This design comes from an exercise in tuning for small area, a short achievable clock period and few clock cycles per item on the open sky130 flow, not from production work.
The RTL was checked by simulation tests, not by an equivalence proof against the original design.
Power figures rest on the tool's default switching activity, not on a simulated workload.

==> run.sh <==
#!/bin/bash
# synth_recipe.tcl (not shown) runs the flow's synth.tcl, then flattens the netlist and writes it again
# the make line also repeats each setting of config.mk as NAME=value (left out here)
make -C /OpenROAD-flow-scripts/flow DESIGN_CONFIG=/design/flow/config.mk WORK_HOME=/design/flow/orfs CLKGATE_MAP_FILE= SYNTH_SCRIPT=/design/flow/synth_recipe.tcl finish
==> config.mk <==
export PLATFORM = sky130hd
export DESIGN_NAME = layer_fade_ramp_engine
export DESIGN_NICKNAME = layer_fade_ramp_engine
export VERILOG_FILES = /design/flow/design.v
export SDC_FILE = /design/flow/constraint.sdc
export NUM_CORES = 4
export LEC_CHECK = 0
export CAP_MARGIN = 20
export CORE_MARGIN = 2
export CORE_UTILIZATION = 40
export SLEW_MARGIN = 20
==> constraint.sdc <==
create_clock -name core_clock -period 11.0 [get_ports {clk}]
set_input_delay 2.2000 -clock core_clock [delete_from_list [all_inputs] [get_ports {clk}]]
set_output_delay 2.2000 -clock core_clock [all_outputs]
set_load 0.01 [all_outputs]
==> design.v <==
`timescale 1ns / 1ps
package lfre_pkg;
  localparam logic [2:0]  CFG_RAMP_STYLE  = 3'd0;
  localparam logic [2:0]  CFG_PERIOD      = 3'd1;
  localparam logic [2:0]  CFG_DURATION    = 3'd2;
  localparam logic [2:0]  CFG_DIM_UNRESP  = 3'd3;
  localparam logic [2:0]  CFG_UNRESP_BPCT = 3'd4;
  localparam logic [2:0]  CFG_UNRESP_SPCT = 3'd5;
  localparam logic [2:0]  CFG_PSAT_OK     = 3'd6;
  localparam logic [15:0] MODAL_BRIGHT = 16'hA8A8;
  localparam int DIV_STAGES = 2;
  localparam int PCT_STAGES = 2;
endpackage
`timescale 1ns / 1ps
`timescale 1ns / 1ps
module lfre_pct (
  input  logic        clk,
  input  logic        clr,
  input  logic        en,
  input  logic [3:0]  cnt,
  input  logic [15:0] x,
  input  logic [6:0]  pct,
  output logic [15:0] q_sat
);
  localparam int S = lfre_pkg::PCT_STAGES;
  logic [6:0]  r, r_n;
  logic [16:0] q, q_n;
  always_comb begin
    logic [8:0] t;
    logic [9:0] m1, m2, m3;
    logic [1:0] k0, k1, k;
    logic [6:0] r0, r1;
    logic [3:0] idx;
    logic [S+1:0] dsum;
    r_n  = r;
    dsum = '0;
    t    = '0;
    m1   = '0;
    m2   = '0;
    m3   = '0;
    k0   = '0;
    k1   = '0;
    k    = '0;
    r0   = '0;
    r1   = '0;
    idx  = '0;
    for (int j = 0; j < S; j++) begin
      idx = 4'(15 - (int'(cnt) * S + j));
      if (r_n >= 7'd50) begin k0 = 2'd1; r0 = {r_n[5:0] - 6'd50, 1'b0}; end
      else              begin k0 = 2'd0; r0 = {r_n[5:0], 1'b0}; end
      t  = {1'b0, r_n, 1'b0} + {2'b00, pct};
      m1 = {1'b0, t} - 10'd100;
      m2 = {1'b0, t} - 10'd200;
      m3 = {1'b0, t} - 10'd300;
      if (!m3[9])      begin k1 = 2'd3; r1 = m3[6:0]; end
      else if (!m2[9]) begin k1 = 2'd2; r1 = m2[6:0]; end
      else if (!m1[9]) begin k1 = 2'd1; r1 = m1[6:0]; end
      else             begin k1 = 2'd0; r1 = t[6:0]; end
      k   = x[idx] ? k1 : k0;
      r_n = x[idx] ? r1 : r0;
      dsum = dsum + ((S+2)'(k) << (S - 1 - j));
    end
    q_n = (q << S) + 17'(dsum);
  end
  always_ff @(posedge clk) begin
    if (clr) begin
      r <= '0;
      q <= '0;
    end else if (en) begin
      r <= r_n;
      q <= q_n;
    end
  end
  assign q_sat = q[16] ? 16'hFFFF : q[15:0];
endmodule
`timescale 1ns / 1ps
module lfre_slew (
  input  logic [15:0] c,
  input  logic [15:0] t,
  input  logic [15:0] k,
  output logic        sel_t,
  output logic [15:0] v
);
  logic [16:0] up, dn;
  logic        up_lt, dn_gt;
  assign up    = {1'b0, c} + {1'b0, k};
  assign dn    = {1'b0, c} - {1'b0, k};
  assign up_lt = up < {1'b0, t};
  assign dn_gt = !dn[16] && dn[15:0] > t;
  assign sel_t = !up_lt && !dn_gt;
  assign v     = up_lt ? up[15:0] : (dn_gt ? dn[15:0] : t);
endmodule
`timescale 1ns / 1ps
module layer_fade_ramp_engine (
  input  logic        clk,
  input  logic        rst,
  input  logic        cfg_we,
  input  logic [2:0]  cfg_index,
  input  logic [15:0] cfg_data,
  input  logic        in_valid,
  output logic        in_ready,
  input  logic        req_type,
  input  logic [15:0] elapsed_ms,
  input  logic [15:0] req_opacity,
  input  logic [15:0] req_brightness,
  input  logic [15:0] req_saturation,
  input  logic        owner_alive,
  input  logic        modal_active,
  input  logic        layer_is_modal,
  input  logic        closing,
  output logic        out_valid,
  input  logic        out_ready,
  output logic [15:0] out_opacity,
  output logic [15:0] out_brightness,
  output logic [15:0] out_saturation,
  output logic        needs_repaint,
  output logic        stopped
);
  localparam int SD = lfre_pkg::DIV_STAGES;
  localparam int ND = 16 / SD;
  localparam int SP = lfre_pkg::PCT_STAGES;
  localparam int NP = 16 / SP;
  logic        ramp_style;
  logic [15:0] period_ms;
  logic [15:0] duration_ms;
  logic        dim_unresp;
  logic [6:0]  pct_b, pct_s;
  logic        psat_ok;
  logic [15:0] cur_o, cur_b, cur_s;
  logic [15:0] goal_o, goal_b, goal_s;
  logic [15:0] cg_o, cg_b, cg_s;
  logic [15:0] step;
  logic [13:0] st12;
  logic [14:0] st6;
  logic [15:0] tl;
  logic        ov_r, rp_r, stp_r;
  typedef enum logic [2:0] {E_IDLE, E_SDIV, E_FIX, E_REQ, E_MUL, E_DIV, E_APPLY, E_DONE} eng_t;
  eng_t        eng;
  logic [15:0] rem, quo, dvs;
  logic [3:0]  cnt;
  logic [1:0]  r12, r6;
  logic [1:0]  ch;
  logic        ovf, pos, srp, dneg;
  logic        ev, evs;
  logic [4:0]  pcnt;
  logic [15:0] qb_sat, qs_sat;
  logic [15:0] eff_s, t_o, t_b, t_s;
  logic        idle, dim_path, need_pb, need_ps, modal_ovr, new_goal, step_nz;
  logic        eq_o, eq_b, eq_s, eq_all;
  logic        pct_need, pct_done, pct_ok, out_free, need_ev, slow_cond;
  logic        pg, ev_go, fast_ok, slow_go, slow_done, tick_acc, accept;
  assign eff_s     = psat_ok ? cur_s : req_saturation;
  assign dim_path  = !owner_alive && dim_unresp;
  assign need_pb   = dim_path && pct_b != 7'd100;
  assign need_ps   = dim_path && pct_s != 7'd100 && psat_ok;
  assign modal_ovr = !dim_path && modal_active && !layer_is_modal;
  assign t_o       = closing ? 16'd0 : req_opacity;
  assign t_b       = need_pb ? qb_sat : (modal_ovr ? lfre_pkg::MODAL_BRIGHT : req_brightness);
  assign t_s       = need_ps ? qs_sat : (modal_ovr ? 16'd0 : req_saturation);
  assign new_goal  = ramp_style && (t_o != goal_o || t_b != goal_b || t_s != goal_s);
  assign step_nz   = step != 16'd0;
  assign eq_o      = cur_o == t_o;
  assign eq_b      = cur_b == t_b;
  assign eq_s      = eff_s == t_s;
  assign eq_all    = eq_o && eq_b && eq_s;
  assign idle      = owner_alive && !closing && !modal_active && eq_all;
  assign pct_need  = in_valid && req_type && (need_pb || need_ps);
  assign pct_done  = pcnt == 5'(NP);
  assign pct_ok    = !(need_pb || need_ps) || pct_done;
  assign out_free  = !ov_r || out_ready;
  assign need_ev   = ramp_style && step_nz;
  assign slow_cond = need_ev && !new_goal && !idle;
  assign pg        = in_valid && req_type && eng == E_IDLE && pct_ok;
  assign ev_go     = pg && need_ev && !ev;
  assign fast_ok   = pg && out_free && (!need_ev || (ev && !evs));
  assign slow_go   = pg && out_free && ev && evs;
  assign slow_done = in_valid && req_type && eng == E_DONE;
  assign tick_acc  = in_valid && !req_type;
  assign in_ready  = !in_valid || !req_type || fast_ok || slow_done;
  assign accept    = in_valid && in_ready;
  lfre_pct u_pb (
    .clk (clk), .clr (rst || accept), .en (pct_need && !pct_done), .cnt (pcnt[3:0]),
    .x (req_brightness), .pct (pct_b), .q_sat (qb_sat)
  );
  lfre_pct u_ps (
    .clk (clk), .clr (rst || accept), .en (pct_need && !pct_done), .cnt (pcnt[3:0]),
    .x (req_saturation), .pct (pct_s), .q_sat (qs_sat)
  );
  always_ff @(posedge clk) begin
    if (rst || accept) pcnt <= '0;
    else if (pct_need && !pct_done) pcnt <= pcnt + 5'd1;
  end
  logic        st_o, st_b, st_s;
  logic [15:0] sv_o, sv_b, sv_s;
  lfre_slew u_sl_o (.c(cur_o), .t(t_o), .k(step),         .sel_t(st_o), .v(sv_o));
  lfre_slew u_sl_b (.c(cur_b), .t(t_b), .k({2'd0, st12}), .sel_t(st_b), .v(sv_b));
  lfre_slew u_sl_s (.c(eff_s), .t(t_s), .k({1'd0, st6}),  .sel_t(st_s), .v(sv_s));
  logic [15:0] v_o, v_b, v_s;
  logic        do_step, vpos, rp_f;
  always_comb begin
    if (!ramp_style) begin
      v_o  = sv_o;
      v_b  = sv_b;
      v_s  = sv_s;
      rp_f = !(st_o && st_b && st_s);
    end else if (duration_ms != 16'd0) begin
      v_o  = cur_o;
      v_b  = cur_b;
      v_s  = eff_s;
      rp_f = !eq_all;
    end else begin
      v_o  = t_o;
      v_b  = t_b;
      v_s  = t_s;
      rp_f = 1'b0;
    end
    do_step = !idle && (ramp_style ? new_goal : step_nz);
    vpos    = v_o != 16'd0;
  end
  logic [15:0] rem_d, quo_d;
  logic [13:0] st12_d;
  logic [14:0] st6_d;
  logic [1:0]  r12_d, r6_d;
  always_comb begin
    logic [16:0] trial;
    logic [17:0] df;
    logic        ge;
    logic [2:0]  rr;
    int          bi;
    rem_d  = rem;
    quo_d  = quo;
    st12_d = st12;
    st6_d  = st6;
    r12_d  = r12;
    r6_d   = r6;
    rr     = '0;
    trial  = '0;
    df     = '0;
    ge     = 1'b0;
    for (int j = 0; j < SD; j++) begin
      bi    = 15 - (int'(cnt) * SD + j);
      trial = {rem_d, quo_d[15]};
      df    = {1'b0, trial} - {2'b00, dvs};
      ge    = !df[17];
      rem_d = ge ? df[15:0] : trial[15:0];
      quo_d = {quo_d[14:0], ge};
      if (bi >= 2) begin
        rr     = {r12_d, ge};
        st12_d = {st12_d[12:0], rr >= 3'd3};
        r12_d  = (rr >= 3'd3) ? 2'(rr - 3'd3) : rr[1:0];
      end
      if (bi >= 1) begin
        rr    = {r6_d, ge};
        st6_d = {st6_d[13:0], rr >= 3'd3};
        r6_d  = (rr >= 3'd3) ? 2'(rr - 3'd3) : rr[1:0];
      end
    end
  end
  logic [16:0] tl_d;
  assign tl_d = {1'b0, tl} - {1'b0, elapsed_ms};
  logic [15:0] em1;
  assign em1 = elapsed_ms - 16'd1;
  logic [16:0] msum;
  assign msum = {1'b0, rem} + (quo[0] ? {1'b0, dvs} : 17'd0);
  logic [1:0]  ldch;
  logic [15:0] ld_g, ld_c;
  logic [16:0] ld_d, ld_abs;
  assign ldch = (eng == E_APPLY) ? ch + 2'd1 : 2'd0;
  always_comb begin
    case (ldch)
      2'd0:    begin ld_g = goal_o; ld_c = cg_o; end
      2'd1:    begin ld_g = goal_b; ld_c = cg_b; end
      default: begin ld_g = goal_s; ld_c = cg_s; end
    endcase
  end
  assign ld_d   = {1'b0, ld_g} - {1'b0, ld_c};
  assign ld_abs = ld_d[16] ? 17'(-ld_d) : ld_d;
  logic [15:0] g_ch;
  logic [16:0] q_ap;
  logic signed [18:0] v_ap;
  logic [15:0] v_apc;
  always_comb begin
    case (ch)
      2'd0:    g_ch = goal_o;
      2'd1:    g_ch = goal_b;
      default: g_ch = goal_s;
    endcase
    q_ap  = (duration_ms == 16'd0) ? 17'd0 : (ovf ? 17'h10000 : {1'b0, quo});
    v_ap  = $signed({3'b000, g_ch}) + $signed({2'b00, q_ap} ^ {19{!dneg}}) + 19'(!dneg);
    v_apc = v_ap[18] ? 16'd0 : ((|v_ap[17:16]) ? 16'hFFFF : v_ap[15:0]);
  end
  always_ff @(posedge clk) begin
    if (rst) begin
      ramp_style  <= 1'b0;
      period_ms   <= 16'd100;
      duration_ms <= 16'd100;
      dim_unresp  <= 1'b0;
      pct_b       <= 7'd65;
      pct_s       <= 7'd0;
      psat_ok     <= 1'b1;
    end else if (cfg_we) begin
      case (cfg_index)
        lfre_pkg::CFG_RAMP_STYLE:  ramp_style  <= cfg_data[0];
        lfre_pkg::CFG_PERIOD:      period_ms   <= cfg_data;
        lfre_pkg::CFG_DURATION:    duration_ms <= cfg_data;
        lfre_pkg::CFG_DIM_UNRESP:  dim_unresp  <= cfg_data[0];
        lfre_pkg::CFG_UNRESP_BPCT: pct_b       <= cfg_data[6:0];
        lfre_pkg::CFG_UNRESP_SPCT: pct_s       <= cfg_data[6:0];
        lfre_pkg::CFG_PSAT_OK:     psat_ok     <= cfg_data[0];
        default: ;
      endcase
    end
  end
  always_ff @(posedge clk) begin
    if (rst) begin
      cur_o  <= 16'hFFFF; cur_b  <= 16'hFFFF; cur_s  <= 16'hFFFF;
      goal_o <= 16'hFFFF; goal_b <= 16'hFFFF; goal_s <= 16'hFFFF;
      cg_o   <= 16'hFFFF; cg_b   <= 16'hFFFF; cg_s   <= 16'hFFFF;
      step <= '0; st12 <= '0; st6 <= '0;
      tl   <= '0;
      ov_r <= 1'b0; rp_r <= 1'b0; stp_r <= 1'b0;
      eng  <= E_IDLE;
      cnt  <= '0;
      ch   <= '0;
      ovf  <= 1'b0;
      pos  <= 1'b0;
      srp  <= 1'b0;
      dneg <= 1'b0;
      r12  <= '0;
      r6   <= '0;
      ev   <= 1'b0;
      evs  <= 1'b0;
    end else begin
      if (out_ready) ov_r <= 1'b0;
      case (eng)
        E_SDIV: begin
          rem  <= rem_d;
          quo  <= quo_d;
          st12 <= st12_d;
          st6  <= st6_d;
          r12  <= r12_d;
          r6   <= r6_d;
          cnt  <= cnt + 4'd1;
          if (cnt == 4'(ND - 1)) begin
            step <= quo_d;
            eng  <= (quo_d < 16'd12) ? E_FIX : E_IDLE;
          end
        end
        E_FIX: begin
          step <= 16'd12;
          st12 <= 14'd1;
          st6  <= 15'd2;
          eng  <= E_IDLE;
        end
        E_REQ: begin
          srp   <= 1'b0;
          cur_s <= eff_s;
          ch    <= 2'd0;
          cnt   <= '0;
          rem   <= '0;
          quo   <= tl;
          dvs   <= ld_abs[15:0];
          dneg  <= ld_d[16];
          eng   <= E_MUL;
        end
        E_MUL: begin
          rem <= msum[16:1];
          quo <= {msum[0], quo[15:1]};
          cnt <= cnt + 4'd1;
          if (cnt == 4'd15) begin
            cnt <= '0;
            dvs <= duration_ms;
            eng <= E_DIV;
          end
        end
        E_DIV: begin
          rem <= rem_d;
          quo <= quo_d;
          cnt <= cnt + 4'd1;
          if (cnt == 4'd0) ovf <= rem >= dvs;
          if (cnt == 4'(ND - 1)) eng <= E_APPLY;
        end
        E_APPLY: begin
          cnt  <= '0;
          rem  <= '0;
          quo  <= tl;
          dvs  <= ld_abs[15:0];
          dneg <= ld_d[16];
          if (v_apc != g_ch) srp <= 1'b1;
          if (ch == 2'd0) begin
            cur_o <= v_apc;
            pos   <= !v_ap[18] && v_ap != 19'sd0;
            if (v_ap[18] || v_ap == 19'sd0) begin
              eng <= E_DONE;
            end else begin
              ch  <= 2'd1;
              eng <= E_MUL;
            end
          end else if (ch == 2'd1) begin
            cur_b <= v_apc;
            ch    <= 2'd2;
            eng   <= E_MUL;
          end else begin
            cur_s <= v_apc;
            eng   <= E_DONE;
          end
        end
        default: ;
      endcase
      if (tick_acc) begin
        if (!ramp_style) begin
          tl <= '0;
          if (period_ms == 16'd0 || elapsed_ms >= period_ms) begin
            step <= 16'hFFFF; st12 <= 14'd5461; st6 <= 15'd10922;
            eng  <= E_IDLE;
          end else if (elapsed_ms == 16'd0) begin
            step <= 16'd12; st12 <= 14'd1; st6 <= 15'd2;
            eng  <= E_IDLE;
          end else begin
            eng <= E_SDIV;
            cnt <= '0;
            rem <= em1;
            quo <= ~em1;
            dvs <= period_ms;
            r12 <= '0;
            r6  <= '0;
          end
        end else begin
          eng  <= E_IDLE;
          st12 <= '0;
          st6  <= '0;
          if (tl != 16'd0) begin
            step <= 16'd1;
            tl   <= (tl_d[16] || tl_d == 17'd0) ? 16'd0 : tl_d[15:0];
          end else begin
            step <= 16'd0;
          end
        end
      end
      if (accept) ev <= 1'b0;
      if (ev_go) begin
        ev  <= 1'b1;
        evs <= slow_cond;
      end
      if (slow_go) eng <= E_REQ;
      if (fast_ok) begin
        ov_r  <= 1'b1;
        cur_s <= eff_s;
        rp_r  <= 1'b0;
        stp_r <= 1'b0;
        if (do_step) begin
          step <= '0; st12 <= '0; st6 <= '0;
          if (vpos) begin
            cur_o <= v_o;
            cur_b <= v_b;
            cur_s <= v_s;
            rp_r  <= rp_f;
          end else begin
            cur_o <= 16'd0;
            stp_r <= 1'b1;
          end
        end
        if (ramp_style && new_goal && !idle) begin
          tl     <= duration_ms;
          cg_o   <= cur_o;
          cg_b   <= cur_b;
          cg_s   <= eff_s;
          goal_o <= t_o;
          goal_b <= t_b;
          goal_s <= t_s;
        end
      end
      if (slow_done) begin
        ov_r  <= 1'b1;
        step  <= '0; st12 <= '0; st6 <= '0;
        rp_r  <= pos && srp;
        stp_r <= !pos;
        eng   <= E_IDLE;
      end
    end
  end
  assign out_valid      = ov_r;
  assign out_opacity    = cur_o;
  assign out_brightness = cur_b;
  assign out_saturation = cur_s;
  assign needs_repaint  = rp_r;
  assign stopped        = stp_r;
endmodule
==> flow_metrics.py, run 1 <==
metrics = {
    "status": {
        "status": "finished clean",
    },
    "timing": {
        "worst_slew_pin_slew_ns": 1.147,
        "clock.fmax_mhz": 122.7,
        "finalCritPeriodShare": 0.7410,
        "grt_setup_unrepaired": "no",
        "clock_skew_ns": 0.03872,
        "hold_viol": 0,
        "finalCriticalPeriod_ns": 8.151,
        "slew-limit-headroom": 0.2299,
        "whs_ns": 0.4691,
        "finalSetupTns_ns": 0,
        "drv_slew": 0,
        "setup_viol_count_final": 0,
    },
    "synth": {
        "syn_nets": 5803,
        "ys_types": 117,
        "yosysSeqAreaShare": 0.1998,
        "syn_area_per_cell_sq_um": 7.571,
        "synth_seq_cells": 377,
        "postSynthCellCount": 5308,
        "synth_edf_count": 48,
        "syn_area_sq_mm": 0.04019,
        "synth-async-reset-ratio": 0,
        "ys_warn_count": 2,
        "ys.flop_type": "dfxtp_1",
    },
    "die": {
        "die_h_um": 321.0,
        "die_x_um": 321.0,
        "start_util": 0.4025,
        "fp.coreArea_sq_mm": 0.09986,
        "dieArea_sq_mm": 0.1030,
        "pin_count": 145,
        "std_cell_rows": 116,
    },
    "worst_setup_path": {
        "path_cells": "clkdlybuf4s50_1 > nor2b_2 > buf_4 > o311ai_4 > buf_4 > a21oi_1 > nor3_1 > nand2_1 > a31o_2 > nor2b_1 > nand3_1 > clkdlybuf4s50_1",
        "cp.required_ns": 8.80,
        "cp_slowest_cell": "clkdlybuf4s50_1",
        "end_kind": "output pin",
        "startpoint_type": "primary input",
        "critPathBufInv": 4,
        "critPathKind": "in -> out",
        "critPathMaxStageDelay_ns": 0.58,
        "critPathArrivalTime_ns": 5.95,
        "worstPathMaxFanout": 26,
        "critPathTopFamily": "buffers and inverters",
    },
    "place": {
        "numPortBuffers": 144,
        "dpl.hpwl_um": 126600,
        "dp_cells": 6545,
        "place_congestion": 1.037,
    },
    "global_route": {
        "grt_pass1_vias": 38500,
        "grt_pass1_wl_um": 244500,
        "antenna_found_initial": 4,
        "grt_max_degree": 87,
        "grt_overflow": 0,
        "grt_use_total": 0.3067,
    },
    "power": {
        "vdd_drop_max_mv": 0.09968,
        "power.density_mw_per_mm2": 153.5,
        "p_total_mw": 6.849,
        "leakagePower_nw": 18.58,
    },
    "cts": {
        "clockRootBuffer": "clkbuf_16",
        "clk_latency_ns": 0.65,
        "ctsLongestPathBuffers": 3,
        "post_cts_resized": 0,
        "cts_tree": "yes",
        "h-tree-depth": 2,
        "cts_hold_buf": 0,
        "clock-sinks": 377,
        "cts_made_buffers": 50,
        "path_clk_slew_ns": 0.06,
        "post-cts-setup-buffer-count": 0,
    },
    "hold_path": {
        "hold_path.class": "reg -> reg",
    },
    "final_layout": {
        "fin_cells": 6641,
        "nNetsFinal": 5796,
        "post-route-util": 0.4468,
        "area_growth_pct": 11.01,
        "top_regs": "u_pb.q: 17 flops, u_ps.q: 17 flops",
        "layout-drive-gt1-share": 0.06402,
    },
    "drt": {
        "drc": 0,
        "wl_met2_um": 72500,
        "first_pass_iters": 7,
        "avgViaCountPerCell": 6.254,
        "top_layer": "met5",
        "wl_per_cell_um": 24.68,
        "num_vias": 41530,
        "met3WireLength_um": 12550,
        "drt_iter0_drc": 4757,
        "met1Wirelength_um": 69750,
        "routed_wl_um": 163900,
        "ant_nets": 0,
    },
    "job": {
        "maxCapViolCount": 0,
    },
}
==> worst reg2reg max path: cells and delay by family (launching register included) <==
kind,cells,cell delay (ns)
AND/OR/NAND/NOR,9,1.15
flip-flops,1,0.49
AO/OA/AOI/OAI,16,4.36
buffers and inverters,4,0.98
adder cells (fa/ha/maj),3,0.85
==> cell families after synthesis <==
kind of cell | after synthesis | share of synthesized area
fa+ha+maj | 402 | 0.1283
buf+inv | 597 | 0.05956
mux | 184 | 0.04944
simple gates | 1709 | 0.2003
flops | 377 | 0.1998
compound gates | 1719 | 0.2929
xor+xnor | 320 | 0.06974
==> layer usage <==
layer,vias to the layer above,track usage
met5,-,0
met4,2,0.1492
met3,406,0.04206
met2,1830,0.4838
met1,19790,0.4109
li1,19500,-
==> through the flow <==
step           instance area, sq um  setup WS [ns]
6_report                      44610          2.849
5_1_grt                       44610          2.342
4_1_cts                       44600          3.000
3_5_place_dp                  42790          2.429
3_3_place_gp                  42790          2.557
2_1_floorplan                 40190          4.032
==> cells in the mapped netlist, types with 110 or more instances <==
| library cell | count | share of area |
|---|---|---|
| ha_1 | 385 | 0.12 |
| o21ai_0 | 268 | 0.033 |
| a211oi_1 | 111 | 0.021 |
| inv_1 | 289 | 0.027 |
| o211ai_1 | 136 | 0.025 |
| mux2i_1 | 144 | 0.036 |
| nand2_1 | 575 | 0.054 |
| a21oi_1 | 440 | 0.055 |
| a21o_1 | 110 | 0.021 |
| xnor2_1 | 236 | 0.051 |
| clkbuf_1 | 233 | 0.022 |
| nor2_1 | 507 | 0.047 |
| dfxtp_1 | 329 | 0.16 |
==> cell usage in the layout, fill, tap and decap left out, types with 61 or more instances in the layout <==
| master | n |
|---|---|
| nand2b_1 | 66 |
| o21ai_0 | 263 |
| xnor2_1 | 236 |
| inv_1 | 289 |
| xor2_1 | 84 |
| a21oi_1 | 439 |
| mux2i_1 | 143 |
| ha_1 | 385 |
| nor2_1 | 505 |
| clkdlybuf4s50_1 | 143 |
| a21o_1 | 109 |
| nand2_1 | 574 |
| a22oi_1 | 61 |
| nor2b_1 | 67 |
| buf_4 | 98 |
| nor3_1 | 87 |
| nand3_1 | 86 |
| dfxtp_1 | 327 |
| o211ai_1 | 136 |
| a211oi_1 | 111 |
==> cell type report <==
cell class / instances / area (sq um)
clock buffer: 63 / 1403
inverter: 295 / 1112
sequential: 377 / 8033
clock inverter: 30 / 401.6
multi-input combinational: 4334 / 29860
fill: 10070 / 55240
timing repair buffer: 243 / 2180
tap: 1298 / 1624
antenna: 1 / 2.502
==> power by group <==
part / switching (mW) / internal, mW / leakage, nW / total, mW
Sequential: 0.167 / 1.47 / 3.14 / 1.64
Combinational: 2.04 / 1.33 / 14.6 / 3.37
Clock: 0.746 / 1.10 / 0.869 / 1.84
Total: 2.95 / 3.90 / 18.6 / 6.85
==> final timing paths <==
path,cells after the start,slack (ns),startpoint,end
setup reg to reg,32,3.08,dvs[1],r6[1]
hold / removal,2,0.47,evs,evs
setup / recovery,12,2.85,owner_alive,in_ready
hold reg to reg,2,0.47,evs,evs
Testbench counts, summed over its fixed seeds: cycles 23,079, items 10,240.
==> run 2: changes to the inputs <==
--- a/design.v
+++ b/design.v
@@ -24,7 +24,13 @@
 );
   localparam int S = lfre_pkg::PCT_STAGES;
   logic [6:0]  r, r_n;
-  logic [16:0] q, q_n;
+  logic [16:0] q, q_n, q1, q2;
+  logic [9:0]  pm1, pm2, pm3;
+  assign pm1 = {3'b000, pct} - 10'd100;
+  assign pm2 = {3'b000, pct} - 10'd200;
+  assign pm3 = {3'b000, pct} - 10'd300;
+  assign q1  = q + 17'd1;
+  assign q2  = q + 17'd2;
   always_comb begin
     logic [8:0] t;
     logic [9:0] m1, m2, m3;
@@ -49,9 +55,9 @@
       if (r_n >= 7'd50) begin k0 = 2'd1; r0 = {r_n[5:0] - 6'd50, 1'b0}; end
       else              begin k0 = 2'd0; r0 = {r_n[5:0], 1'b0}; end
       t  = {1'b0, r_n, 1'b0} + {2'b00, pct};
-      m1 = {1'b0, t} - 10'd100;
-      m2 = {1'b0, t} - 10'd200;
-      m3 = {1'b0, t} - 10'd300;
+      m1 = {2'b00, r_n, 1'b0} + pm1;
+      m2 = {2'b00, r_n, 1'b0} + pm2;
+      m3 = {2'b00, r_n, 1'b0} + pm3;
       if (!m3[9])      begin k1 = 2'd3; r1 = m3[6:0]; end
       else if (!m2[9]) begin k1 = 2'd2; r1 = m2[6:0]; end
       else if (!m1[9]) begin k1 = 2'd1; r1 = m1[6:0]; end
@@ -60,7 +66,11 @@
       r_n = x[idx] ? r1 : r0;
       dsum = dsum + ((S+2)'(k) << (S - 1 - j));
     end
-    q_n = (q << S) + 17'(dsum);
+    case (dsum[S+1:S])
+      2'd0:    q_n = {q[16-S:0], dsum[S-1:0]};
+      2'd1:    q_n = {q1[16-S:0], dsum[S-1:0]};
+      default: q_n = {q2[16-S:0], dsum[S-1:0]};
+    endcase
   end
   always_ff @(posedge clk) begin
     if (clr) begin
@@ -79,7 +89,8 @@
   input  logic [15:0] t,
   input  logic [15:0] k,
   output logic        sel_t,
-  output logic [15:0] v
+  output logic [15:0] v,
+  output logic        vnz
 );
   logic [16:0] up, dn;
   logic        up_lt, dn_gt;
@@ -89,6 +100,7 @@
   assign dn_gt = !dn[16] && dn[15:0] > t;
   assign sel_t = !up_lt && !dn_gt;
   assign v     = up_lt ? up[15:0] : (dn_gt ? dn[15:0] : t);
+  assign vnz   = up_lt || (dn_gt ? (dn[15:0] != 16'd0) : (t != 16'd0));
 endmodule
 `timescale 1ns / 1ps
 module layer_fade_ramp_engine (
@@ -192,11 +204,16 @@
   end
   logic        st_o, st_b, st_s;
   logic [15:0] sv_o, sv_b, sv_s;
-  lfre_slew u_sl_o (.c(cur_o), .t(t_o), .k(step),         .sel_t(st_o), .v(sv_o));
-  lfre_slew u_sl_b (.c(cur_b), .t(t_b), .k({2'd0, st12}), .sel_t(st_b), .v(sv_b));
-  lfre_slew u_sl_s (.c(eff_s), .t(t_s), .k({1'd0, st6}),  .sel_t(st_s), .v(sv_s));
+  lfre_slew u_sl_o (.c(cur_o), .t(t_o), .k(step),         .sel_t(st_o), .v(sv_o), .vnz(snz_o));
+  lfre_slew u_sl_b (.c(cur_b), .t(t_b), .k({2'd0, st12}), .sel_t(st_b), .v(sv_b), .vnz());
+  lfre_slew u_sl_s (.c(eff_s), .t(t_s), .k({1'd0, st6}),  .sel_t(st_s), .v(sv_s), .vnz());
+  always_comb begin
+    if (!ramp_style)                vnz_o = snz_o;
+    else if (duration_ms != 16'd0) vnz_o = cur_o != 16'd0;
+    else                            vnz_o = !closing && req_opacity != 16'd0;
+  end
   logic [15:0] v_o, v_b, v_s;
-  logic        do_step, vpos, rp_f;
+  logic        do_step, vpos, rp_f, vnz_o, snz_o;
   always_comb begin
     if (!ramp_style) begin
       v_o  = sv_o;
@@ -215,7 +232,7 @@
       rp_f = 1'b0;
     end
     do_step = !idle && (ramp_style ? new_goal : step_nz);
-    vpos    = v_o != 16'd0;
+    vpos    = vnz_o;
   end
   logic [15:0] rem_d, quo_d;
   logic [13:0] st12_d;
--- a/config.mk
+++ b/config.mk
@@ -7,5 +7,6 @@
 export LEC_CHECK = 0
 export CAP_MARGIN = 20
 export CORE_MARGIN = 2
-export CORE_UTILIZATION = 40
+export CORE_UTILIZATION = 65
+export SETUP_SLACK_MARGIN = 5
 export SLEW_MARGIN = 20
==> run 2 against run 1 <==
Compared with the run above:
- now fails the layout checks on capacitance limit, slew limit
- maximum frequency is 11% higher
- clock skew increased by 0.0061 ns
- synthesized area rose by 1.5%
- core utilization rose by 33 points
- total power is 5.0% lower
- combinational power is 7.1% lower
- cell count decreased by 1.5%
- worst setup slack gained 0.79 ns
- wire length is 4.5% higher
- flip-flop and latch count is the same
==> flow_metrics.py, run 2 <==
metrics = {
    "timing": {
        "grt_setup_unrepaired": "yes",
        "drv_slew": 2,
        "finalCritPeriodShare": 0.6689,
        "finalCriticalPeriod_ns": 7.358,
        "hold_viol": 0,
        "clock.fmax_mhz": 135.9,
        "worst_slew_pin_slew_ns": 1.969,
        "clock_skew_ns": 0.04480,
        "setup_viol_count_final": 0,
        "timing.final.ws_setup_ns": 3.642,
        "whs_ns": 0.4706,
        "slew-limit-headroom": -0.3264,
        "finalSetupTns_ns": 0,
    },
    "final_layout": {
        "final_cell_mix": "nand2_1, nor2_1, a21oi_1, ha_1, dfxtp_1",
        "fin_cells": 6542,
        "layout-drive-gt1-share": 0.1383,
        "top_regs": "u_pb.q: 17 flops, u_ps.q: 17 flops",
        "seqCellArea_sq_mm": 0.008059,
        "post-route-util": 0.7768,
        "nNetsFinal": 6208,
        "multi_input_area_sq_mm": 0.03239,
        "design_area_sq_mm": 0.04812,
        "area_growth_pct": 17.91,
        "layout_commonest_cell": "nand2_1",
        "fill_cells": 4536,
    },
    "synth": {
        "ys.flop_type": "dfxtp_1",
        "synth_area_leader_cell": "dfxtp_1",
        "yosysSeqAreaShare": 0.1967,
        "ys_warn_count": 2,
        "netlist.area_leader.share": 0.1614,
        "synth_area_leaders": "dfxtp_1, ha_1, a21oi_1",
        "syn_area_sq_mm": 0.04081,
        "ys_types": 107,
        "synth_common_cells": "nand2_1, nor2_1, a21oi_1",
        "synth_seq_cells": 377,
        "synth_edf_count": 48,
        "syn_area_per_cell_sq_um": 7.401,
        "postSynthCellCount": 5514,
        "synth.most_common_cell": "nand2_1",
        "syn_nets": 6060,
        "synth-async-reset-ratio": 0,
    },
    "drt": {
        "ant_nets": 0,
        "drt_iter0_drc": 7683,
        "wl_per_cell_um": 26.19,
        "num_vias": 46570,
        "avgViaCountPerCell": 7.119,
        "routed_wl_um": 171300,
        "first_pass_iters": 10,
        "drc": 0,
    },
    "global_route": {
        "grt_max_degree": 102,
        "grt_overflow": 0,
        "grt_use_total": 0.4888,
        "grt_pass1_vias": 41450,
        "antenna_found_initial": 13,
        "grt_pass1_wl_um": 244700,
    },
    "cts": {
        "clockRootBuffer": "clkbuf_16",
        "cts_made_buffers": 47,
        "clk_latency_ns": 0.63,
        "clock-sinks": 377,
        "ctsLongestPathBuffers": 3,
        "path_clk_slew_ns": 0.07,
        "cts_tree": "yes",
        "cts_hold_buf": 0,
        "h-tree-depth": 2,
    },
    "hold_path": {
        "hold_depth": 2,
        "holdPathEnd": "evs",
        "min-delay-start": "evs",
        "hold_path.class": "reg -> reg",
    },
    "worst_setup_path": {
        "cp.required_ns": 11.56,
        "critPathArrivalTime_ns": 7.92,
        "startpoint_type": "primary input",
        "r2r_setup_slack_ns": 4.57,
        "worstPathMaxFanout": 7,
        "critPathKind": "in -> reg",
        "reg2reg_from": "pct_s[3]",
        "r2r-end": "rp_r",
        "ff2ff_path_depth": 21,
        "end_kind": "flip-flop",
    },
    "die": {
        "die_x_um": 254.6,
        "start_util": 0.6589,
        "fp.coreArea_sq_mm": 0.06194,
        "pin_count": 145,
        "die_h_um": 254.6,
        "std_cell_rows": 91,
        "dieArea_sq_mm": 0.06480,
    },
    "power": {
        "vdd_drop_max_mv": 0.1219,
        "power.density_mw_per_mm2": 135.2,
        "leakagePower_nw": 19.75,
        "p_total_mw": 6.505,
    },
    "place": {
        "place_ws_ns": 3.115,
        "post_dp_cell_area_sq_mm": 0.04307,
        "numPortBuffers": 144,
        "place_congestion": 1.100,
        "dp_cells": 6260,
        "dpl.hpwl_um": 117900,
    },
    "status": {
        "so_faults": "capacitance limit, slew limit",
        "status": "complete, but fails checks",
    },
    "job": {
        "maxCapViolCount": 1,
    },
}
run 2: cell count changes after synthesis, sizes merged, moves of 15 or more:
cell    change
mux2i      -30
ha         +48
a21oi      +72
inv        +28
o21ai      +71
xor2       +15
a221oi     -17
a211oi     -45
a22oi      +51
o22ai      +50
o211ai     -18
xnor2      -19
nor3       +36
run 2: worst max path at each step:
stage / cells past startpoint / to / start / slack (ns)
2_1_floorplan: 23 / cur_s[14] / req_saturation[1] / 4.67
3_3_place_gp: 24 / cur_s[14] / req_saturation[1] / 3.19
3_5_place_dp: 25 / cur_s[14] / req_saturation[0] / 3.11
4_1_cts: 24 / cur_s[14] / req_saturation[1] / 4.65
5_1_grt: 21 / cur_s[5] / modal_active / 3.78
6_report: 19 / rp_r / layer_is_modal / 3.64
run 2: final cells by class:
cell class / count / share of cell area
clock buffer: 65 / 0.02951
antenna: 6 / 0.0003120
multi-input combinational: 4518 / 0.6732
inverter: 325 / 0.02673
timing repair buffer: 393 / 0.07489
clock inverter: 21 / 0.006137
sequential: 377 / 0.1675
tap: 837 / 0.02177
run 2: repair_timing:
item                                   4_1_cts  5_1_grt
pin swaps                                   65      128
gates resized for setup                    267      269
setup endpoints to repair                  289      271
gates cloned                                 5        5
endpoints found under the hold margin        0        0
buffers inserted                            91       89
run 2: power by group:
part	internal, mW	switching [mW]	total (mW)
sequential	1.46	0.166	1.62
combinational	1.30	1.83	3.13
clock	1.05	0.698	1.75
total	3.81	2.70	6.51
run 2: critical path: stages:
cell and delay [ns]:
clkdlybuf4s50_1 0.66, nor2b_4 0.10, nor2_4 0.22, o21bai_2 0.29, a21oi_1 0.13, buf_4 0.20, ha_1 0.29, nor2b_1 0.13
o21a_1 0.16, o21a_1 0.16, o21ai_0 1.47, a211oi_2 0.24, a211oi_2 0.37, buf_4 0.20, a21oi_4 0.08, nand4_1 0.25
nand4_1 0.34, o21ai_1 0.24, o311a_1 0.17
run 2: logic make-up (layout without fill, tap and decap cells):
kind of cell | count (synthesis) | after routing | synth area share
xor gates and xnor gates | 316 | 316 | 0.06782
and+or+nand+nor | 1768 | 1771 | 0.2030
DFF | 377 | 377 | 0.1967
other | 0 | 6 | 0
AOI/OAI and AO/OA | 1838 | 1838 | 0.2928
adders and majority gates | 453 | 453 | 0.1426
muxes | 140 | 140 | 0.03728
buffers and inverters | 622 | 804 | 0.05985
run 2: metal layers:
metal | wire, um | GRT usage
met2 | 69130 | 0.7105
met5 | 58 | 0
met3 | 24650 | 0.1496
met4 | 15310 | 0.3395
met1 | 62200 | 0.6169
Testbench counts of run 2, summed over its fixed seeds: cycles 23,079, items 10,240.
==> run 3: changes to the inputs <==
--- a/design.v
+++ b/design.v
@@ -142,15 +142,15 @@
   logic [15:0] goal_o, goal_b, goal_s;
   logic [15:0] cg_o, cg_b, cg_s;
   logic [15:0] step;
-  logic [13:0] st12;
   logic [14:0] st6;
   logic [15:0] tl;
   logic        ov_r, rp_r, stp_r;
-  typedef enum logic [2:0] {E_IDLE, E_SDIV, E_FIX, E_REQ, E_MUL, E_DIV, E_APPLY, E_DONE} eng_t;
+  typedef enum logic [3:0] {E_IDLE, E_SDIV, E_FIX, E_REQ, E_LD1, E_LD2, E_MUL, E_OVF, E_DIV, E_APPLY,
+                            E_DONE} eng_t;
   eng_t        eng;
   logic [15:0] rem, quo, dvs;
   logic [3:0]  cnt;
-  logic [1:0]  r12, r6;
+  logic [1:0]  r6;
   logic [1:0]  ch;
   logic        ovf, pos, srp, dneg;
   logic        ev, evs;
@@ -178,7 +178,8 @@
   assign idle      = owner_alive && !closing && !modal_active && eq_all;
   assign pct_need  = in_valid && req_type && (need_pb || need_ps);
   assign pct_done  = pcnt == 5'(NP);
-  assign pct_ok    = !(need_pb || need_ps) || pct_done;
+  assign pct_ok    = !(need_pb || need_ps) || pct_done ||
+                     (!ramp_style && !step_nz && eng == E_IDLE);
   assign out_free  = !ov_r || out_ready;
   assign need_ev   = ramp_style && step_nz;
   assign slow_cond = need_ev && !new_goal && !idle;
@@ -205,7 +206,7 @@
   logic        st_o, st_b, st_s;
   logic [15:0] sv_o, sv_b, sv_s;
   lfre_slew u_sl_o (.c(cur_o), .t(t_o), .k(step),         .sel_t(st_o), .v(sv_o), .vnz(snz_o));
-  lfre_slew u_sl_b (.c(cur_b), .t(t_b), .k({2'd0, st12}), .sel_t(st_b), .v(sv_b), .vnz());
+  lfre_slew u_sl_b (.c(cur_b), .t(t_b), .k({2'd0, st6[14:1]}), .sel_t(st_b), .v(sv_b), .vnz());
   lfre_slew u_sl_s (.c(eff_s), .t(t_s), .k({1'd0, st6}),  .sel_t(st_s), .v(sv_s), .vnz());
   always_comb begin
     if (!ramp_style)                vnz_o = snz_o;
@@ -235,9 +236,8 @@
     vpos    = vnz_o;
   end
   logic [15:0] rem_d, quo_d;
-  logic [13:0] st12_d;
   logic [14:0] st6_d;
-  logic [1:0]  r12_d, r6_d;
+  logic [1:0]  r6_d;
   always_comb begin
     logic [16:0] trial;
     logic [17:0] df;
@@ -246,9 +246,7 @@
     int          bi;
     rem_d  = rem;
     quo_d  = quo;
-    st12_d = st12;
     st6_d  = st6;
-    r12_d  = r12;
     r6_d   = r6;
     rr     = '0;
     trial  = '0;
@@ -261,11 +259,6 @@
       ge    = !df[17];
       rem_d = ge ? df[15:0] : trial[15:0];
       quo_d = {quo_d[14:0], ge};
-      if (bi >= 2) begin
-        rr     = {r12_d, ge};
-        st12_d = {st12_d[12:0], rr >= 3'd3};
-        r12_d  = (rr >= 3'd3) ? 2'(rr - 3'd3) : rr[1:0];
-      end
       if (bi >= 1) begin
         rr    = {r6_d, ge};
         st6_d = {st6_d[13:0], rr >= 3'd3};
@@ -277,34 +270,27 @@
   assign tl_d = {1'b0, tl} - {1'b0, elapsed_ms};
   logic [15:0] em1;
   assign em1 = elapsed_ms - 16'd1;
-  logic [16:0] msum;
-  assign msum = {1'b0, rem} + (quo[0] ? {1'b0, dvs} : 17'd0);
-  logic [1:0]  ldch;
-  logic [15:0] ld_g, ld_c;
-  logic [16:0] ld_d, ld_abs;
-  assign ldch = (eng == E_APPLY) ? ch + 2'd1 : 2'd0;
-  always_comb begin
-    case (ldch)
-      2'd0:    begin ld_g = goal_o; ld_c = cg_o; end
-      2'd1:    begin ld_g = goal_b; ld_c = cg_b; end
-      default: begin ld_g = goal_s; ld_c = cg_s; end
-    endcase
-  end
-  assign ld_d   = {1'b0, ld_g} - {1'b0, ld_c};
-  assign ld_abs = ld_d[16] ? 17'(-ld_d) : ld_d;
-  logic [15:0] g_ch;
-  logic [16:0] q_ap;
-  logic signed [18:0] v_ap;
-  logic [15:0] v_apc;
+  logic [15:0] g_ch, c_ch, aa, ab, vc;
+  logic        cin;
+  logic [16:0] asum;
   always_comb begin
     case (ch)
-      2'd0:    g_ch = goal_o;
-      2'd1:    g_ch = goal_b;
-      default: g_ch = goal_s;
+      2'd0:    begin g_ch = goal_o; c_ch = cg_o; end
+      2'd1:    begin g_ch = goal_b; c_ch = cg_b; end
+      default: begin g_ch = goal_s; c_ch = cg_s; end
     endcase
-    q_ap  = (duration_ms == 16'd0) ? 17'd0 : (ovf ? 17'h10000 : {1'b0, quo});
-    v_ap  = $signed({3'b000, g_ch}) + $signed({2'b00, q_ap} ^ {19{!dneg}}) + 19'(!dneg);
-    v_apc = v_ap[18] ? 16'd0 : ((|v_ap[17:16]) ? 16'hFFFF : v_ap[15:0]);
+    case (eng)
+      E_LD1:   begin aa = g_ch; ab = ~c_ch;                cin = 1'b1;  end
+      E_LD2:   begin aa = c_ch; ab = ~g_ch;                cin = 1'b1;  end
+      E_OVF:   begin aa = rem;  ab = ~dvs;                 cin = 1'b1;  end
+      E_APPLY: begin aa = g_ch; ab = dneg ? quo : ~quo;    cin = !dneg; end
+      default: begin aa = rem;  ab = quo[0] ? dvs : 16'd0; cin = 1'b0;  end
+    endcase
+    asum = {1'b0, aa} + {1'b0, ab} + {16'd0, cin};
+    if (duration_ms == 16'd0) vc = g_ch;
+    else if (ovf)             vc = dneg ? 16'hFFFF : 16'd0;
+    else if (dneg)            vc = asum[16] ? 16'hFFFF : asum[15:0];
+    else                      vc = asum[16] ? asum[15:0] : 16'd0;
   end
   always_ff @(posedge clk) begin
     if (rst) begin
@@ -333,7 +319,7 @@
       cur_o  <= 16'hFFFF; cur_b  <= 16'hFFFF; cur_s  <= 16'hFFFF;
       goal_o <= 16'hFFFF; goal_b <= 16'hFFFF; goal_s <= 16'hFFFF;
       cg_o   <= 16'hFFFF; cg_b   <= 16'hFFFF; cg_s   <= 16'hFFFF;
-      step <= '0; st12 <= '0; st6 <= '0;
+      step <= '0; st6 <= '0;
       tl   <= '0;
       ov_r <= 1'b0; rp_r <= 1'b0; stp_r <= 1'b0;
       eng  <= E_IDLE;
@@ -343,7 +329,6 @@
       pos  <= 1'b0;
       srp  <= 1'b0;
       dneg <= 1'b0;
-      r12  <= '0;
       r6   <= '0;
       ev   <= 1'b0;
       evs  <= 1'b0;
@@ -353,9 +338,7 @@
         E_SDIV: begin
           rem  <= rem_d;
           quo  <= quo_d;
-          st12 <= st12_d;
           st6  <= st6_d;
-          r12  <= r12_d;
           r6   <= r6_d;
           cnt  <= cnt + 4'd1;
           if (cnt == 4'(ND - 1)) begin
@@ -365,7 +348,6 @@
         end
         E_FIX: begin
           step <= 16'd12;
-          st12 <= 14'd1;
           st6  <= 15'd2;
           eng  <= E_IDLE;
         end
@@ -373,52 +355,58 @@
           srp   <= 1'b0;
           cur_s <= eff_s;
           ch    <= 2'd0;
-          cnt   <= '0;
-          rem   <= '0;
-          quo   <= tl;
-          dvs   <= ld_abs[15:0];
-          dneg  <= ld_d[16];
-          eng   <= E_MUL;
+          eng   <= E_LD1;
+        end
+        E_LD1: begin
+          cnt  <= '0;
+          rem  <= '0;
+          quo  <= tl;
+          dvs  <= asum[15:0];
+          dneg <= 1'b0;
+          eng  <= asum[16] ? E_MUL : E_LD2;
+        end
+        E_LD2: begin
+          dvs  <= asum[15:0];
+          dneg <= 1'b1;
+          eng  <= E_MUL;
         end
         E_MUL: begin
-          rem <= msum[16:1];
-          quo <= {msum[0], quo[15:1]};
+          rem <= asum[16:1];
+          quo <= {asum[0], quo[15:1]};
           cnt <= cnt + 4'd1;
           if (cnt == 4'd15) begin
             cnt <= '0;
             dvs <= duration_ms;
-            eng <= E_DIV;
+            eng <= E_OVF;
           end
         end
+        E_OVF: begin
+          ovf <= asum[16];
+          eng <= E_DIV;
+        end
         E_DIV: begin
           rem <= rem_d;
           quo <= quo_d;
           cnt <= cnt + 4'd1;
-          if (cnt == 4'd0) ovf <= rem >= dvs;
           if (cnt == 4'(ND - 1)) eng <= E_APPLY;
         end
         E_APPLY: begin
-          cnt  <= '0;
-          rem  <= '0;
-          quo  <= tl;
-          dvs  <= ld_abs[15:0];
-          dneg <= ld_d[16];
-          if (v_apc != g_ch) srp <= 1'b1;
+          if (vc != g_ch) srp <= 1'b1;
           if (ch == 2'd0) begin
-            cur_o <= v_apc;
-            pos   <= !v_ap[18] && v_ap != 19'sd0;
-            if (v_ap[18] || v_ap == 19'sd0) begin
+            cur_o <= vc;
+            pos   <= vc != 16'd0;
+            if (vc == 16'd0) begin
               eng <= E_DONE;
             end else begin
               ch  <= 2'd1;
-              eng <= E_MUL;
+              eng <= E_LD1;
             end
           end else if (ch == 2'd1) begin
-            cur_b <= v_apc;
+            cur_b <= vc;
             ch    <= 2'd2;
-            eng   <= E_MUL;
+            eng   <= E_LD1;
           end else begin
-            cur_s <= v_apc;
+            cur_s <= vc;
             eng   <= E_DONE;
           end
         end
@@ -428,10 +416,10 @@
         if (!ramp_style) begin
           tl <= '0;
           if (period_ms == 16'd0 || elapsed_ms >= period_ms) begin
-            step <= 16'hFFFF; st12 <= 14'd5461; st6 <= 15'd10922;
+            step <= 16'hFFFF; st6 <= 15'd10922;
             eng  <= E_IDLE;
           end else if (elapsed_ms == 16'd0) begin
-            step <= 16'd12; st12 <= 14'd1; st6 <= 15'd2;
+            step <= 16'd12; st6 <= 15'd2;
             eng  <= E_IDLE;
           end else begin
             eng <= E_SDIV;
@@ -439,12 +427,10 @@
             rem <= em1;
             quo <= ~em1;
             dvs <= period_ms;
-            r12 <= '0;
             r6  <= '0;
           end
         end else begin
           eng  <= E_IDLE;
-          st12 <= '0;
           st6  <= '0;
           if (tl != 16'd0) begin
             step <= 16'd1;
@@ -466,7 +452,7 @@
         rp_r  <= 1'b0;
         stp_r <= 1'b0;
         if (do_step) begin
-          step <= '0; st12 <= '0; st6 <= '0;
+          step <= '0; st6 <= '0;
           if (vpos) begin
             cur_o <= v_o;
             cur_b <= v_b;
@@ -489,7 +475,7 @@
       end
       if (slow_done) begin
         ov_r  <= 1'b1;
-        step  <= '0; st12 <= '0; st6 <= '0;
+        step  <= '0; st6 <= '0;
         rp_r  <= pos && srp;
         stp_r <= !pos;
         eng   <= E_IDLE;
--- a/config.mk
+++ b/config.mk
@@ -5,8 +5,8 @@
 export SDC_FILE = /design/flow/constraint.sdc
 export NUM_CORES = 4
 export LEC_CHECK = 0
-export CAP_MARGIN = 20
+export CAP_MARGIN = 30
 export CORE_MARGIN = 2
-export CORE_UTILIZATION = 65
+export CORE_UTILIZATION = 45
 export SETUP_SLACK_MARGIN = 5
-export SLEW_MARGIN = 20
+export SLEW_MARGIN = 30
==> run 3 against run 2 <==
Compared with the run above:
- now clean on timing, DRC and antenna
- critical endpoint is now cur_s[11]
- critical path type unchanged
- largest cell class unchanged
- clock skew up 0.0048 ns
- non-clock buffer count grew 37
- highest routed layer unchanged
- clock power decreased by 11%
==> flow_metrics.py, run 3 <==
metrics = {
    "cts": {
        "ctsLongestPathBuffers": 3,
        "cts_hold_buf": 0,
        "cts_made_buffers": 45,
        "cts_tree": "yes",
        "clock-sinks": 362,
        "clk_latency_ns": 0.63,
        "path_clk_slew_ns": 0.06,
        "clockRootBuffer": "clkbuf_16",
        "h-tree-depth": 2,
    },
    "timing": {
        "timing.final.ws_setup_ns": 4.979,
        "drv_slew": 0,
        "setup_viol_count_final": 0,
        "finalSetupTns_ns": 0,
        "finalCriticalPeriod_ns": 6.021,
        "clock.fmax_mhz": 166.1,
        "finalCritPeriodShare": 0.5473,
        "grt_setup_unrepaired": "yes",
        "clock_skew_ns": 0.04961,
        "slew-limit-headroom": 0.2618,
        "worst_slew_pin_slew_ns": 1.093,
        "hold_viol": 0,
    },
    "final_layout": {
        "layout-drive-gt1-share": 0.1404,
        "area_growth_pct": 18.75,
        "final_cell_mix": "nand2_1, nor2_1, a21oi_1, ha_1, o21ai_0",
        "fin_cells": 6724,
        "layout_commonest_cell": "nand2_1",
        "top_regs": "u_pb.q: 17 flops, u_ps.q: 17 flops",
        "nNetsFinal": 6016,
        "post-route-util": 0.5411,
    },
    "synth": {
        "synth.most_common_cell": "nand2_1",
        "ys_types": 98,
        "synth_edf_count": 48,
        "netlist.area_leader.share": 0.1583,
        "synth_common_cells": "nand2_1, nor2_1, a21oi_1",
        "postSynthCellCount": 5353,
        "synth-async-reset-ratio": 0,
        "ys_warn_count": 2,
        "synth_seq_cells": 362,
        "synth_area_leader_cell": "dfxtp_1",
        "yosysSeqAreaShare": 0.1946,
        "synth_area_leaders": "dfxtp_1, ha_1, a21oi_1",
        "syn_area_per_cell_sq_um": 7.419,
        "syn_nets": 5843,
        "syn_area_sq_mm": 0.03971,
        "ys.flop_type": "dfxtp_1",
    },
    "global_route": {
        "antenna_found_initial": 5,
        "grt_use_total": 0.3865,
        "grt_overflow": 0,
        "grt_pass1_wl_um": 264900,
        "grt_pass1_vias": 39800,
        "grt_max_degree": 99,
    },
    "job": {
        "maxCapViolCount": 0,
    },
    "die": {
        "fp.coreArea_sq_mm": 0.08716,
        "std_cell_rows": 108,
        "start_util": 0.4557,
        "die_h_um": 301.1,
        "dieArea_sq_mm": 0.09065,
        "pin_count": 145,
        "die_x_um": 301.1,
    },
    "worst_setup_path": {
        "startpoint_type": "primary input",
        "critPathKind": "in -> reg",
        "worstPathMaxFanout": 5,
        "end_kind": "flip-flop",
        "cp.required_ns": 11.47,
        "critPathArrivalTime_ns": 6.49,
    },
    "drt": {
        "routed_wl_um": 183600,
        "wl_per_cell_um": 27.31,
        "drt_iter0_drc": 5562,
        "drc": 0,
        "first_pass_iters": 13,
        "num_vias": 44080,
        "ant_nets": 0,
        "avgViaCountPerCell": 6.555,
    },
    "status": {
        "status": "finished clean",
    },
    "power": {
        "vdd_drop_max_mv": 0.1840,
        "leakagePower_nw": 18.82,
        "power.density_mw_per_mm2": 186.5,
        "p_total_mw": 8.798,
    },
    "place": {
        "place_congestion": 1.050,
        "dpl.hpwl_um": 138000,
        "dp_cells": 6446,
        "numPortBuffers": 144,
        "place_ws_ns": 2.750,
    },
    "hold_path": {
        "hold_path.class": "reg -> reg",
    },
}
run 3: cell types whose count changed in the layout (fill, tap and decap cells not counted), moves of 27 or more:
cell | previous run | this run
a211oi_1 | 48 | 80
a21o_1 | 102 | 66
a21oi_1 | 479 | 425
a222oi_1 | 18 | 47
a22oi_1 | 112 | 44
buf_4 | 209 | 254
ha_1 | 403 | 342
inv_1 | 290 | 237
mux2i_1 | 98 | 148
o22ai_1 | 73 | 46
xnor2_1 | 215 | 184
run 3: cell families after synthesis:
logic type | count (synthesis) | synth area share
flops | 362 | 0.1946
simple gates | 1745 | 0.2058
buf+inv | 580 | 0.05627
compound gates | 1783 | 0.2975
mux | 205 | 0.05523
xor+xnor | 281 | 0.06197
fa+ha+maj | 397 | 0.1287
run 3: final timing paths:
| kind | start | endpoint | slack (ns) | depth (start not counted) |
|---|---|---|---|---|
| max | req_saturation[6] | cur_s[11] | 4.98 | 19 |
| min | evs | evs | 0.48 | 2 |
| max reg2reg | eng[3] | eng[3] | 5.08 | 20 |
| min reg2reg | evs | evs | 0.48 | 2 |
run 3: critical path: stages:
cell	delay, ns
buf_8	0.10
mux2_4	0.32
ha_4	0.26
a211o_1	0.25
or3_1	0.32
o21ai_2	0.19
o211ai_1	0.12
a31o_2	0.30
a21oi_4	0.19
xnor2_2	0.10
ha_1	0.34
a21oi_1	0.17
o21ai_0	0.17
o31ai_4	0.38
a31o_4	0.24
mux2i_2	0.25
a211oi_2	0.09
o21a_1	0.20
o32a_1	0.28
run 3: final cells by class:
class                      instances  area (sq um)
timing repair buffer             430          3785
antenna                            8         20.02
fill                            8425         40000
multi-input combinational       4419         31610
tap                             1155          1445
clock inverter                    18         221.5
sequential                       362          7767
clock buffer                      64          1259
inverter                         268          1056
run 3: stage by stage:
stage | hold slack [ns] | instance area, sq um
6_report | 0.4793 | 47160
5_1_grt | 0.4834 | 47140
4_1_cts | 0.4766 | 45620
3_5_place_dp | 0.4638 | 42520
3_3_place_gp | 0.4538 | 42480
2_1_floorplan | 0.4363 | 40100
run 3: metal layers:
layer / track usage / share of wire
met4: 0.1773 / 0.052
met5: 0 / 0.00015
met3: 0.08278 / 0.11
met2: 0.5725 / 0.42
met1: 0.5342 / 0.42
run 3: timing repair:
action / 4_1_cts / 5_1_grt
endpoints found under the setup margin: 260 / 214
gates resized for setup: 283 / 262
setup buffers: 94 / 85
cloned: 5 / 4
pin swaps: 51 / 99
run 3: power by group:
part           switching [mW]  internal, mW  total [mW]
combinational            3.24          2.24        5.48
clock                   0.684         0.877        1.56
sequential              0.287          1.47        1.75
Testbench counts of run 3, summed over its fixed seeds: cycles 21,248, items 10,240.
==> run 4: changes to the inputs <==
--- a/config.mk
+++ b/config.mk
@@ -7,6 +7,6 @@
 export LEC_CHECK = 0
 export CAP_MARGIN = 30
 export CORE_MARGIN = 2
-export CORE_UTILIZATION = 45
+export CORE_UTILIZATION = 55
 export SETUP_SLACK_MARGIN = 5
 export SLEW_MARGIN = 30
==> run 4 against run 3 <==
Compared with the run above:
- still clean on timing, DRC and antenna
- core utilization is 12 points higher
- wire length is essentially flat
- total power is 2.2% higher
- clock skew fell by 0.015 ns
==> flow_metrics.py, run 4 <==
metrics = {
    "synth": {
        "synth_area_leader_cell": "dfxtp_1",
        "synth-async-reset-ratio": 0,
        "ys_types": 98,
        "synth.most_common_cell": "nand2_1",
        "synth_seq_cells": 362,
        "yosysSeqAreaShare": 0.1946,
        "synth_edf_count": 48,
        "syn_area_per_cell_sq_um": 7.419,
        "syn_nets": 5843,
        "synth_common_cells": "nand2_1, nor2_1, a21oi_1",
        "synth_area_leaders": "dfxtp_1, ha_1, a21oi_1",
        "netlist.area_leader.share": 0.1583,
        "postSynthCellCount": 5353,
        "syn_area_sq_mm": 0.03971,
        "ys_warn_count": 2,
        "ys.flop_type": "dfxtp_1",
    },
    "die": {
        "die_x_um": 272.7,
        "pin_count": 145,
        "start_util": 0.5556,
        "std_cell_rows": 98,
        "fp.coreArea_sq_mm": 0.07149,
        "dieArea_sq_mm": 0.07437,
        "die_h_um": 272.7,
    },
    "timing": {
        "finalCritPeriodShare": 0.5630,
        "drv_slew": 0,
        "worst_slew_pin_slew_ns": 1.176,
        "clock_skew_ns": 0.03461,
        "slew-limit-headroom": 0.2076,
        "setup_viol_count_final": 0,
        "grt_setup_unrepaired": "yes",
        "timing.final.ws_setup_ns": 4.807,
        "finalSetupTns_ns": 0,
        "finalCriticalPeriod_ns": 6.193,
        "hold_viol": 0,
        "clock.fmax_mhz": 161.5,
    },
    "final_layout": {
        "post-route-util": 0.6585,
        "top_regs": "u_pb.q: 17 flops, u_ps.q: 17 flops",
        "layout_commonest_cell": "nand2_1",
        "area_growth_pct": 18.53,
        "layout-drive-gt1-share": 0.1415,
        "fin_cells": 6500,
        "nNetsFinal": 6003,
        "final_cell_mix": "nand2_1, nor2_1, a21oi_1, ha_1, o21ai_0",
    },
    "cts": {
        "cts_tree": "yes",
        "cts_made_buffers": 44,
        "h-tree-depth": 2,
        "clk_latency_ns": 0.63,
        "ctsLongestPathBuffers": 3,
        "clock-sinks": 362,
        "path_clk_slew_ns": 0.07,
        "clockRootBuffer": "clkbuf_16",
        "cts_hold_buf": 0,
    },
    "power": {
        "clkPwrFrac": 0.177,
        "comb_power_share": 0.627,
        "power.density_mw_per_mm2": 191.0,
        "power_frac_seq": 0.196,
        "switchingPower_mw": 4.354,
        "leakagePower_nw": 18.92,
        "vdd_drop_max_mv": 0.2162,
        "intPower_mw": 4.639,
        "swShare": 0.4841,
    },
    "drt": {
        "drt_iter0_drc": 6831,
        "num_vias": 45660,
        "first_pass_iters": 13,
        "ant_nets": 0,
        "avgViaCountPerCell": 7.024,
        "wl_per_cell_um": 28.27,
        "routed_wl_um": 183700,
        "drc": 0,
    },
    "global_route": {
        "grt_use_total": 0.4699,
        "grt_pass1_wl_um": 265600,
        "grt_pass1_vias": 41140,
        "antenna_found_initial": 8,
        "grt_overflow": 0,
        "grt_max_degree": 87,
    },
    "worst_setup_path": {
        "path_cells": "clkdlybuf4s15_2 > mux2_4 > ha_4 > o21ai_0 > o21a_1 > o31ai_4 > o21ai_2 > a21oi_1 > a21oi_2 > xnor2_1 > ha_1 > nand4_1 > or4_4 > o31ai_4 > buf_4 > a31o_4 > mux2_4 > mux2i_1 > o2bb2ai_1 > a21o_1 > o21ai_1",
        "reg2reg_from": "ch[0]",
        "ff2ff_path_depth": 18,
        "end_kind": "flip-flop",
        "r2r_setup_slack_ns": 5.01,
        "startpoint_type": "primary input",
        "cp.required_ns": 11.48,
        "worstPathMaxFanout": 8,
        "critPathBufInv": 2,
        "critPathMaxStageDelay_ns": 0.47,
        "r2r-end": "cur_s[12]",
        "cp_slowest_cell": "or4_4",
        "critPathTopFamily": "compound AO/OA/AOI/OAI gates",
        "critPathArrivalTime_ns": 6.68,
        "crit_start": "req_saturation[4]",
        "critPathKind": "in -> reg",
    },
    "place": {
        "numPortBuffers": 144,
        "place_congestion": 1.100,
        "dpl.hpwl_um": 134800,
        "place_ws_ns": 2.586,
        "dp_cells": 6230,
    },
    "hold_path": {
        "holdPathEnd": "u_ps.q[15]",
        "hold_path.class": "reg -> reg",
        "min-delay-start": "u_ps.q[15]",
        "hold_depth": 2,
    },
    "status": {
        "status": "finished clean",
    },
    "job": {
        "maxCapViolCount": 0,
    },
}
[run 4: cell counts after synthesis]
No cell type changed its count.
[run 4: tightest hold or removal path, stage by stage, from the launching register on]
cell and delay, ns:
dfxtp_1 0.31, nand2_1 0.05, a21oi_1 0.05
[run 4: per-layer routing]
layer | global-route usage | wire, um | vias to the layer above
met2 | 0.6897 | 74590 | 3293
met4 | 0.2850 | 14550 | 14
met3 | 0.1423 | 24900 | 889
met1 | 0.6033 | 69590 | 21330
met5 | 0 | 90 | -
li1 | - | - | 20130
[run 4: final cells by class]
class                   count  area, sq um
multi-input cells        4421        31770
fillers                  6257        24410
flip-flops and latches    362         7775
repair buffers            416         3745
clock buffers              59         1270
well taps                 950         1189
inverters                 268         1059
clock inverters            22        260.3
diodes                      2        5.005
[run 4: per-stage QoR]
stage	hold WS [ns]	power (mW)	area (sq um)
finish	0.4578	8.993	47070
CTS	0.4559	8.415	45840
detailed placement	0.4492	6.492	42200
global route	0.4952	9.330	47070
global placement	0.4472	6.464	42140
floorplan	0.4363	4.947	40100
[run 4: how the worst max path moves through the flow]
stage | to | cells past startpoint
final | cur_s[6] | 21
after global routing | cur_s[11] | 20
after CTS | in_ready | 8
after detailed placement | cur_b[13] | 16
after global placement | cg_o[2] | 14
after floorplan | u_ps.q[9] | 26
[run 4: kinds of logic (layout without fill, tap and decap cells)]
group / after synthesis / count (layout) / synth area share
AOI/OAI and AO/OA: 1783 / 1787 / 0.2975
xor gates and xnor gates: 281 / 281 / 0.06197
buffers and inverters: 580 / 765 / 0.05627
adders and majority gates: 397 / 397 / 0.1287
other: 0 / 2 / 0
DFF: 362 / 362 / 0.1946
muxes: 205 / 205 / 0.05523
and+or+nand+nor: 1745 / 1751 / 0.2058
[run 4: what timing repair did]
item / CTS / global route
pin swaps: 72 / 83
buffers inserted: 115 / 59
setup endpoints to repair: 262 / 194
resized for setup: 350 / 221
cloned: 11 / 2
[run 4: power by group through the flow]
stage	logic, mW	clock network [mW]	registers (mW)
after floorplan	3.32	0	1.62
after global placement	4.70	0	1.76
after detailed placement	4.73	0	1.76
after CTS	5.11	1.58	1.73
after global routing	5.95	1.63	1.75
final	5.64	1.59	1.76

==> re-timing with driven ports <==
The results above use ideal ports. As a check the final layouts listed here were re-extracted and re-timed, cells and wires unchanged. Step 1, drivers: a clkbuf_16 drives clk and a buf_2 each remaining input, both assumed. Step 2, shift: input delay + t, output delay - t, t = (earliest + latest rising clock arrival at the registers) / 2. This alone moves slack from input paths to output paths. Three values: ideal ports, drivers, drivers and shift; two values: the first two.
run	t, ns	setup slack, ns	worst setup path at the end	worst slew at a driven data input, ns
run 1	0.708	2.849 / 2.822 / 2.263	input to register	0.06
run 2	0.683	3.642 / 3.689 / 3.006	input to register	0.13
run 3	0.681	4.979 / 5.006 / 4.326	input to register	0.13
run 4	0.681	4.807 / 4.851 / 4.170	input to register	0.07
The setup slack of run 3, which loses most, moves by +0.027 ns with the drivers and by -0.653 ns with both steps.
